What follows belongs to an exercise in optimizing a design on an open flow for small area, a short achievable clock period and few clock cycles; a production flow would make more cautious choices.
In this exercise RTL edits were held to simulation tests only and were not proved equivalent to the original.
No activity file was given, so power comes from the tool's default toggle rates.

Setup of wip/juniper:
==> flow/design.v (excerpt) <==
module mips_multicycle_core #(
  parameter logic [31:0] RESET_PC        = 32'h0000_0000,
  parameter bit          HALT_ON_ILLEGAL = 1'b1
) (
  input  logic        clk,
  input  logic        reset_n,
  output logic        mem_req,
  output logic        mem_we,
  output logic [31:0] mem_addr,
  output logic [31:0] mem_wdata,
  input  logic [31:0] mem_rdata,
  input  logic        mem_ready,
  input  logic [4:0]  dbg_addr,
  output logic [31:0] dbg_data,
  output logic [31:0] pc_out,
  output logic [31:0] instr_out,
  output logic [3:0]  state_out,
  output logic        retire,
  output logic        halted
);
export LEC_CHECK = 0
export CAP_MARGIN = 30
export CELL_PAD_IN_SITES_DETAIL_PLACEMENT = 1
export CELL_PAD_IN_SITES_GLOBAL_PLACEMENT = 2
export CORE_MARGIN = 2
export CORE_UTILIZATION = 45
export CTS_BUF_LIST = sky130_fd_sc_hd__clkbuf_4 sky130_fd_sc_hd__clkbuf_8
export PLACE_DENSITY = 0.6
export SETUP_SLACK_MARGIN = 3.5
export SLEW_MARGIN = 30
export TNS_END_PERCENT = 10
create_clock -name core_clock -period 10.0 [get_ports {clk}]
standard.sh (not shown) runs the stock make flow with config.mk's settings and CLKGATE_MAP_FILE= SYNTH_SCRIPT=/design/flow/synth_recipe.tcl, a recipe that flattens the netlist after the stock synthesis.
==> flow/flow/run.sh <==
#!/bin/bash
# The standard layout flow (standard.sh), with the port buffers that buffer_ports
# inserts made of plain buffers (sky130_fd_sc_hd__buf_4) instead of the delay cells it
# picks by default. Full tool output goes to standard.log.
set -o pipefail
export BUFFER_PORTS_ARGS="-buffer_cell sky130_fd_sc_hd__buf_4"
bash standard.sh finish > standard.log 2>&1
Both conditions hold for wip/juniper: the flow ran to the end and the final layout passed the timing, DRC and antenna checks.
Testbench counts of wip/juniper, summed over its fixed seeds: cycles 22,519.
[inputs] wip/indigo vs wip/juniper
Settings: a change of SETUP_SLACK_MARGIN from 3.5 to 4.0.
### Flow results
- From wip/juniper to wip/indigo the numbers moved as follows: minimum period implied by the final worst setup slack now sits lower, routed wire length now sits higher, met1 wire length now sits higher, filler cell count in the final layout now sits lower.
- | worst reg-to-reg setup slack | wip/indigo vs wip/juniper | 0.09 ns lower |
- Against wip/juniper, wip/indigo reports a worst-case vdd ir drop that is lower.
- Measured against each other, wip/indigo and wip/juniper differ in portion of total power attributed to sequential cells, the lower figure coming from wip/indigo.
- Initial antenna violation count: wip/indigo > wip/juniper
- H-tree level count of wip/juniper is on par with wip/indigo.
- Area: wip/indigo vs wip/juniper -> wip/indigo larger
For wip/fjord, these inputs were changed with respect to wip/indigo:
Settings: CORE_UTILIZATION now 50, was 45; PLACE_DENSITY now 0.65, was 0.6; SETUP_SLACK_MARGIN now 3.5, was 4.0.
Notes after the runs:
- Re combinational power: wip/indigo was higher than wip/fjord.
- [diff] relative slew slack, wip/fjord relative to wip/indigo: regression
- Routed metal-1 wirelength ends up lower on wip/fjord.
- Clock skew (wip/fjord over wip/indigo): decrease, 0.0070 ns
- Going from wip/indigo to wip/fjord, the maximum vdd drop was found to have gone down by 0.0068 mV.
- Core occupancy in the finished layout up 3.9 points in wip/fjord wrt wip/indigo
- Compared with wip/indigo, in wip/fjord total met2 wirelength after detailed routing lost about 8%; number of nets in the final layout lost 111.
- wip/fjord: post-synthesis to final-layout area growth lower than wip/indigo
- wip/indigo → wip/fjord: sum of routed wire length over all layers has decreased; instance count on the critical path saw a decrease.
Input-level comparison between wip/tundra and wip/fjord:
Settings: swapping sky130_fd_sc_hd__clkbuf_4 sky130_fd_sc_hd__clkbuf_8 for sky130_fd_sc_hd__clkbuf_8 sky130_fd_sc_hd__clkbuf_16 in CTS_BUF_LIST; swapping 0.65 for 0.6 in PLACE_DENSITY; swapping 50 for 45 in CORE_UTILIZATION; putting CTS_CLUSTER_SIZE at 25 where nothing was set; putting CTS_CLUSTER_DIAMETER at 70 where nothing was set.
### Flow results
- Setup slack | wip/tundra below wip/fjord
- Post-layout total power: wip/tundra vs wip/fjord down 0.53 mW
- Re number of diodes added for antenna fixing: wip/tundra is 3 up on wip/fjord.
- wip/fjord → wip/tundra: final cell count roughly the same, die outline area higher.
- Wire length per cell went up by a few percent going from wip/fjord to wip/tundra.

-- port drivers added, routing unchanged --
No port has a modelled driver above. Below, the same layouts with a new extraction and two added sets of constraints.
Step 1 sets driving cells, clkbuf_16 on the clock port and buf_2 on the other inputs (assumed; they add their load-dependent delay and slew).
Step 2 moves the port delays by t, midway between the first and last clock arrival at a register: inputs arrive t later, outputs are due t later. That takes back most of the time a late clock gives input paths.
a / b / c = ideal / step 1 / step 2; a / b = the first two.
run	t, ns	slack for setup (ns)	worst hold slack (ns)	worst setup path after step 2	cell pins on the clock port's net
wip/juniper	1.006	3.409 / 3.371 / 3.371	0.669 / 0.669 / 0.669	input to output	1
wip/indigo	1.031	3.553 / 3.501 / 3.501	0.661 / 0.661 / 0.661	input to output	1
wip/fjord	0.976	3.366 / 3.342 / 3.342	0.673 / 0.673 / 0.673	input to output	1
wip/tundra	0.812	3.249 / 3.228 / 3.228	0.668 / 0.668 / 0.668	input to output	1
After both steps every run listed still meets setup and hold. The setup slack of wip/indigo, which loses most, moves by -0.052 ns with the drivers and by -0.052 ns with both steps.
